This is an optimization exercise on Yosys and OpenROAD, whose aim is small area, a short achievable clock period and few clock cycles per item, not a production implementation. At most, simulation tests tie the RTL to the original design; equivalence was not proved. No activity file was given, so power comes from the tool's default toggle rates.

## sensor_reading_band_statistics
module sensor_reading_band_statistics #(
    parameter int unsigned MAX_READINGS = 1024
) (
    input  wire logic               i_clk,
    input  wire logic               i_rst_n,
    input  wire logic               i_valid,
    output logic                    o_ready,
    input  wire logic signed [15:0] i_reading,
    input  wire logic               i_last,
    output logic                    o_valid,
    input  wire logic               i_ready,
    output logic [LIMIT_W-1:0]      o_min_reading,
    output logic [LIMIT_W-1:0]      o_max_reading,
    output logic [LIMIT_W-1:0]      o_avg_reading,
    output logic [CNT_W-1:0]        o_valid_count,
    output logic [CNT_W-1:0]        o_skipped_count,
    output logic [CNT_W-1:0]        o_normal_count,
    output logic [CNT_W-1:0]        o_warning_count,
    output logic [CNT_W-1:0]        o_critical_count,
    output logic [CNT_W-1:0]        o_shutdown_count,
    output logic [POS_W-1:0]        o_first_alarm_index,
    output logic                    o_alarm_seen,
    output logic                    o_batch_empty,
    input  wire logic               psel,
    input  wire logic               penable,
    input  wire logic               pwrite,
    input  wire logic [3:0]         paddr,
    input  wire logic [31:0]        pwdata,
    output logic      [31:0]        prdata,
    output logic                    pready
);
For scale: ~1,500 cells after synthesis, ~220 I/O pins, about 0.018 mm2 of cells after synthesis.
Settings: LEC_CHECK=0, CAP_MARGIN=20, CORE_MARGIN=2, CORE_UTILIZATION=65, SETUP_SLACK_MARGIN=3.4, SLEW_MARGIN=20; clock period 6.0 ns.
standard.sh (not shown) runs the stock make flow with config.mk's settings and CLKGATE_MAP_FILE= SYNTH_SCRIPT=/design/flow/synth_recipe.tcl, a recipe that flattens the netlist after the stock synthesis.
==> flow/flow/run.sh <==
#!/bin/bash
# The standard layout, with plain buffers (buf_2) on the ports instead of the
# delay cells that buffer_ports picks by default. Every port still gets its buffer.
set -euo pipefail
bash standard.sh BUFFER_PORTS_ARGS="-buffer_cell sky130_fd_sc_hd__buf_2" finish > standard_flow.log 2>&1
The first run passed the timing, design-rule and antenna checks.
==> next run, changes <==
- CTS_CLUSTER_DIAMETER: unset -> 60
- CTS_CLUSTER_SIZE: unset -> 24
- SETUP_SLACK_MARGIN: 3.4 -> 3.5
After rerunning:
- The changed run went through all stages and came out clean
- clock power falls by roughly a tenth
- via count hardly moves
- worst hold slack improved by 0.0057 ns
- flip-flop and latch count does not change
- setup slack improved by 0.097 ns
No functional check of the RTL was part of any run of this note.

---

before:
sensor_reading_band_statistics, a different RTL version from the one above (not shown whole).
For scale: roughly 1600 cells after synthesis, roughly 380 flip-flops, about 18000 sq um of cells after synthesis.
export LEC_CHECK = 0
export CAP_MARGIN = 20
export CORE_MARGIN = 2
export CORE_UTILIZATION = 40
export SETUP_SLACK_MARGIN = 3.7
export SLEW_MARGIN = 20
create_clock -name core_clock -period 6.0 [get_ports {i_clk}]
Scripts as last shown in full above: flow/flow/run.sh
before completed every stage of the flow, and the final layout passed the timing, design-rule and antenna checks.
Testbench counts of before, summed over its fixed seeds: cycles 13,449, batches 384.
Edits applied to the flow inputs when going from before to after:
Settings: SETUP_SLACK_MARGIN changed from 3.7 to 3.4.
Findings:
The maximum single-stage delay on the critical path was comparable across after and before.
before -> after: mean instance size in the synthesized netlist delta 0, exact match
Summary of after over before: total via count after detailed routing decreased by 2.0% relative to the old numbers, top achievable clock speed fell 5.2 MHz, met1 track demand over resource in global routing stayed essentially flat, clock network fraction of total power increased by 0.8 points relative to the old numbers, number of global-route vias before repair moved down.
Route | after vs before | wire shorter in after
Of after and before, it is after that has the higher minimum clock period after layout.

---

sensor_reading_band_statistics, a different RTL version from the one above (not shown whole).
For scale: roughly 1600 cells after synthesis, about 380 flip-flops, roughly 220 I/O pins.
Design sensor_reading_band_statistics, start of the top module:
module sensor_reading_band_statistics #(
    parameter int unsigned MAX_READINGS = 1024
) (
    input  wire logic               i_clk,
    input  wire logic               i_rst_n,
    input  wire logic               i_valid,
    output logic                    o_ready,
    input  wire logic signed [15:0] i_reading,
    input  wire logic               i_last,
    output logic                    o_valid,
    input  wire logic               i_ready,
    output logic [LIMIT_W-1:0]      o_min_reading,
    output logic [LIMIT_W-1:0]      o_max_reading,
    output logic [LIMIT_W-1:0]      o_avg_reading,
    output logic [CNT_W-1:0]        o_valid_count,
    output logic [CNT_W-1:0]        o_skipped_count,
    output logic [CNT_W-1:0]        o_normal_count,
    output logic [CNT_W-1:0]        o_warning_count,
    output logic [CNT_W-1:0]        o_critical_count,
    output logic [CNT_W-1:0]        o_shutdown_count,
    output logic [POS_W-1:0]        o_first_alarm_index,
    output logic                    o_alarm_seen,
    output logic                    o_batch_empty,
    input  wire logic               psel,
    input  wire logic               penable,
    input  wire logic               pwrite,
    input  wire logic [3:0]         paddr,
    input  wire logic [31:0]        pwdata,
    output logic      [31:0]        prdata,
    output logic                    pready
);
  ...
clock: 6.0 ns
lec_check: 0
cap_margin: 20
core_margin: 2
core_utilization: 40
setup_slack_margin: 3.4
slew_margin: 20
Scripts as last shown in full above: flow/flow/run.sh
Testbench counts at the start, summed over its fixed seeds: cycles 13,449, batches 384.
Then changed:
CORE_UTILIZATION = 65   (was 40)
CTS_CLUSTER_DIAMETER = 60   (was default)
CTS_CLUSTER_SIZE = 24   (was default)
The changed run completed with no timing, DRC or antenna violations.
Total power goes down by about 8%.
Maximum frequency goes up by 4.4%.
Global-route usage goes up by 8.3 points.
Then changed:
SETUP_SLACK_MARGIN = 3.6   (was 3.4)
Global-route usage is higher by 0.49 points.
Hold slack is about the same.
Via count is higher by about 2.4%.
Clock skew is higher by 0.011 ns.
Count of clock-buffer cells in the layout is higher by 4.
Worst setup slack is worse by 0.0050 ns.
Cell area is higher by about 2.6%.
Cell count is higher by about 2%.
Non-clock buffer count is higher by 47.
Then changed:
CTS_CLUSTER_DIAMETER = default   (was 60)
CTS_CLUSTER_SIZE = default   (was 24)
SETUP_SLACK_MARGIN = 3.4   (was 3.6)
=> The changed run finished with timing, DRC and antenna clean. Clock power grows by 20%. Wire length went down by 4.4%. Register-to-register slack degrades by 0.08 ns. Synthesized cell count is unchanged. Non-clock buffer count came out lower by 46. Synthesized area does not change. Power rises by 5.1%. First-iteration DRC count went down by 5.2%.

---

exp/indigo:
Starting RTL as in the previous note.
clock: 6.0 ns
lec_check: 0
abc_area: 1
cap_margin: 20
core_margin: 2
core_utilization: 65
cts_cluster_diameter: 60
cts_cluster_size: 24
setup_slack_margin: 3.7
slew_margin: 20
Scripts as last shown in full above: flow/flow/run.sh
exp/indigo ended with every stage complete and zero timing, DRC or antenna violations.
Testbench counts of exp/indigo, summed over its fixed seeds: cycles 13,449, batches 384.
Edits applied to the flow inputs when going from exp/indigo to exp/willow:
- CTS_CLUSTER_SIZE: 24 -> unset
- CORE_UTILIZATION: 65 -> 40
- ABC_AREA: 1 -> unset
- SETUP_SLACK_MARGIN: 3.7 -> 3.0
- CTS_CLUSTER_DIAMETER: 60 -> unset
==> comparison <==
exp/willow: PASS, flow complete, no timing, DRC or antenna violations
Between exp/indigo and exp/willow, the adder and majority gate portion of the synthesized area figures differ only marginally.
Flip-flop and latch share of the layout cell area | exp/willow below exp/indigo
Going from exp/indigo to exp/willow, the wire length was found to have gone up by 1.6%.
Power share of the clock group: exp/willow > exp/indigo
Number of logic stages on the critical path including buffering: exp/willow and exp/indigo compared, lower one is exp/indigo
#### Input delta (exp/amber over exp/willow)
- CTS_CLUSTER_SIZE newly set to 24
- SETUP_SLACK_MARGIN changed from 3.0 to 3.5
- CTS_CLUSTER_DIAMETER newly set to 60
- CORE_UTILIZATION changed from 40 to 65
[summary]
Of exp/amber and exp/willow, it is exp/amber that has the lower met3 usage. Note that the non-filler instance count after layout recorded for exp/amber amounts to 0.907 times the value seen in exp/willow. Relative to exp/willow, first-pass GRT wire length has decreased by 2700 um in exp/amber. Register-to-register slack: exp/willow and exp/amber compared, lower one is exp/willow. The instance count on the critical path of exp/amber is lower than that of exp/willow.
[inputs] exp/lagoon vs exp/amber
- removing CTS_CLUSTER_DIAMETER (formerly 60)
- changing CORE_UTILIZATION from 65 to 80
- removing CTS_CLUSTER_SIZE (formerly 24)
- changing SETUP_SLACK_MARGIN from 3.5 to 3.4
==> run notes <==
- Changes observed in exp/lagoon relative to exp/amber: signed area change from the synthesized netlist to the final layout lost 1.0 points; register-to-register path setup slack lost 0.43 ns; number of well taps lost 93; non-clock buffer instance count of the final layout picked up an extra 1.5%; sequential share of layout area picked up an extra 0.45 points.
Changes in exp/yarrow relative to exp/lagoon:
- CORE_UTILIZATION: 80 -> 40
- SETUP_SLACK_MARGIN: 3.4 -> 3.2
### Flow results
In exp/yarrow the minimum period implied by the final worst setup slack turned out 0.26 ns lower than in exp/lagoon. The fmax in exp/yarrow sits 10% above the value recorded for exp/lagoon. From exp/lagoon to exp/yarrow the numbers moved as follows: met2 demand-to-capacity share in global routing -34 points; required time of the worst setup path has increased; worst slew slack as a fraction of its limit went up by 7.2 points. Arrival time at the worst endpoint in exp/yarrow is 0.19 ns lower than in exp/lagoon.

---

sensor_reading_band_statistics with an RTL version that a note above also has.
Size: about 380 flip-flops, ~18,000 um^2 of cells after synthesis.
Settings: LEC_CHECK=0, ABC_AREA=1, CAP_MARGIN=20, CORE_MARGIN=2, CORE_UTILIZATION=65, CTS_CLUSTER_DIAMETER=60, CTS_CLUSTER_SIZE=24, SETUP_SLACK_MARGIN=3.5, SLEW_MARGIN=20; clock period 6.0 ns.
Scripts as last shown in full above: flow/flow/run.sh
Change:
- ABC_AREA: 1 -> default
- SETUP_SLACK_MARGIN: 3.5 -> 3.4
What happened:
- area after synthesis stays the same
- design area stays flat
- hold slack improved by 0.010 ns
- first-iteration DRC count is lower slightly
- routed wire length is lower by a few percent
- cell count is lower by roughly a tenth
- total power is lower by a few percent
Function was not checked in any run of this note: the RTL went through the layout flow alone.

---

Setup of AL:
Another version of the RTL of sensor_reading_band_statistics (not shown whole).
For scale: ~1800 cells after synthesis, ~390 flip-flops, ~220 I/O pins, roughly 18000 sq um of cells after synthesis.
==> flow/design.v (excerpt) <==
module sensor_reading_band_statistics #(
    parameter int unsigned MAX_READINGS = 1024
) (
    input  wire logic               i_clk,
    input  wire logic               i_rst_n,
    input  wire logic               i_valid,
    output logic                    o_ready,
    input  wire logic signed [15:0] i_reading,
    input  wire logic               i_last,
    output logic                    o_valid,
    input  wire logic               i_ready,
    output logic [LIMIT_W-1:0]      o_min_reading,
    output logic [LIMIT_W-1:0]      o_max_reading,
    output logic [LIMIT_W-1:0]      o_avg_reading,
    output logic [CNT_W-1:0]        o_valid_count,
    output logic [CNT_W-1:0]        o_skipped_count,
    output logic [CNT_W-1:0]        o_normal_count,
    output logic [CNT_W-1:0]        o_warning_count,
    output logic [CNT_W-1:0]        o_critical_count,
    output logic [CNT_W-1:0]        o_shutdown_count,
    output logic [POS_W-1:0]        o_first_alarm_index,
    output logic                    o_alarm_seen,
    output logic                    o_batch_empty,
    input  wire logic               psel,
    input  wire logic               penable,
    input  wire logic               pwrite,
    input  wire logic [3:0]         paddr,
    input  wire logic [31:0]        pwdata,
    output logic      [31:0]        prdata,
    output logic                    pready
);
==> flow/config.mk <==
export PLATFORM = sky130hd
export DESIGN_NAME = sensor_reading_band_statistics
export DESIGN_NICKNAME = sensor_reading_band_statistics
export VERILOG_FILES = /design/flow/design.v
export SDC_FILE = /design/flow/constraint.sdc
export NUM_CORES = 4
export LEC_CHECK = 0
export ABC_AREA = 1
export CAP_MARGIN = 20
export CORE_MARGIN = 2
export CORE_UTILIZATION = 65
export CTS_CLUSTER_DIAMETER = 60
export CTS_CLUSTER_SIZE = 24
export SETUP_SLACK_MARGIN = 3.6
export SLEW_MARGIN = 20
==> flow/constraint.sdc <==
create_clock -name core_clock -period 6.0 [get_ports {i_clk}]
set_input_delay 1.2000 -clock core_clock [delete_from_list [all_inputs] [get_ports {i_clk}]]
set_output_delay 1.2000 -clock core_clock [all_outputs]
set_load 0.01 [all_outputs]
Scripts as last shown in full above: flow/flow/run.sh
Testbench counts of AL, summed over its fixed seeds: cycles 13,449, batches 384.
What MS does differently from AL at the input level:
# AL
export LEC_CHECK = 0
export ABC_AREA = 1
export CAP_MARGIN = 20
export CORE_MARGIN = 2
export CORE_UTILIZATION = 65
export CTS_CLUSTER_DIAMETER = 60
export CTS_CLUSTER_SIZE = 24
export SETUP_SLACK_MARGIN = 3.6
export SLEW_MARGIN = 20
create_clock -name core_clock -period 6.0 [get_ports {i_clk}]
# MS
export LEC_CHECK = 0
export ABC_AREA = 1
export CAP_MARGIN = 20
export CORE_MARGIN = 2
export CORE_UTILIZATION = 65
export CTS_CLUSTER_DIAMETER = 60
export CTS_CLUSTER_SIZE = 24
export SETUP_SLACK_MARGIN = 3.5
export SLEW_MARGIN = 20
create_clock -name core_clock -period 6.0 [get_ports {i_clk}]
Results
- MS: combinational power lower than AL
- MS gives less clock tree buffer count of the final layout than AL did.
- Per the comparison of MS with AL, die boundary height level; wire length on met3 moved down; xor and xnor fraction of the mapped netlist area level; proportion of final cell area spent on non-clock buffers moved down; clock slew at the register clock pins of the worst setup and hold paths level.
- Looking at final period demand of the worst path, MS sits 90 ps below AL.
- Portion of total power attributed to the clock network came out lower on MS than on AL.
- MS vs AL: first-pass GRT wire length down

==> what the ideal ports hide <==
The results above use ideal ports. As a check the final layouts listed here were re-extracted and re-timed, cells and wires unchanged. Step 1: set_driving_cell puts a clkbuf_16 on i_clk and a buf_2 on each other input, an assumption about the parent block. Step 2 moves the port delays by t, midway between the first and last clock arrival at a register: inputs arrive t later, outputs are due t later. That takes back most of the time a late clock gives input paths. Three values: ideal ports, drivers, drivers and shift; two values: the first two.
| run | shift t [ns] | setup WS [ns] | hold slack, ns |
|---|---|---|---|
| the first run of note 1 | 0.581 | 3.362 / 3.362 / 2.958 | 0.416 / 0.416 / 0.416 |
| the second run of note 1 | 0.611 | 3.460 / 3.460 / 2.983 | 0.422 / 0.422 / 0.422 |
| before | 0.619 | 3.489 / 3.489 / 3.107 | 0.420 / 0.420 / 0.420 |
| after | 0.613 | 3.456 / 3.449 / 2.911 | 0.419 / 0.419 / 0.419 |
| the first run of note 3 | 0.621 | 3.434 / 3.434 / 2.921 | 0.401 / 0.401 / 0.401 |
| the second run of note 3 | 0.623 | 3.541 / 3.531 / 2.974 | 0.422 / 0.422 / 0.422 |
| the third run of note 3 | 0.621 | 3.536 / 3.486 / 3.091 | 0.422 / 0.422 / 0.422 |
| the fourth run of note 3 | 0.564 | 3.504 / 3.504 / 3.003 | 0.417 / 0.417 / 0.417 |
| exp/indigo | 0.625 | 3.585 / 3.535 / 3.199 | 0.425 / 0.425 / 0.425 |
| exp/willow | 0.620 | 3.312 / 3.312 / 2.825 | 0.419 / 0.419 / 0.419 |
| exp/amber | 0.562 | 3.561 / 3.565 / 3.024 | 0.422 / 0.422 / 0.422 |
| exp/lagoon | 0.574 | 3.145 / 3.145 / 2.912 | 0.419 / 0.419 / 0.419 |
| exp/yarrow | 0.619 | 3.404 / 3.404 / 2.864 | 0.421 / 0.421 / 0.421 |
| the first run of note 5 | 0.623 | 3.535 / 3.535 / 3.112 | 0.414 / 0.414 / 0.414 |
| the second run of note 5 | 0.601 | 3.381 / 3.381 / 2.957 | 0.425 / 0.425 / 0.425 |
| AL | 0.615 | 3.508 / 3.508 / 3.107 | 0.423 / 0.423 / 0.423 |
| MS | 0.609 | 3.598 / 3.546 / 3.067 | 0.422 / 0.422 / 0.422 |
After both steps setup and hold are still met in every run listed. The setup slack of the second run of note 3, which loses most, moves by -0.010 ns with the drivers and by -0.567 ns with both steps.
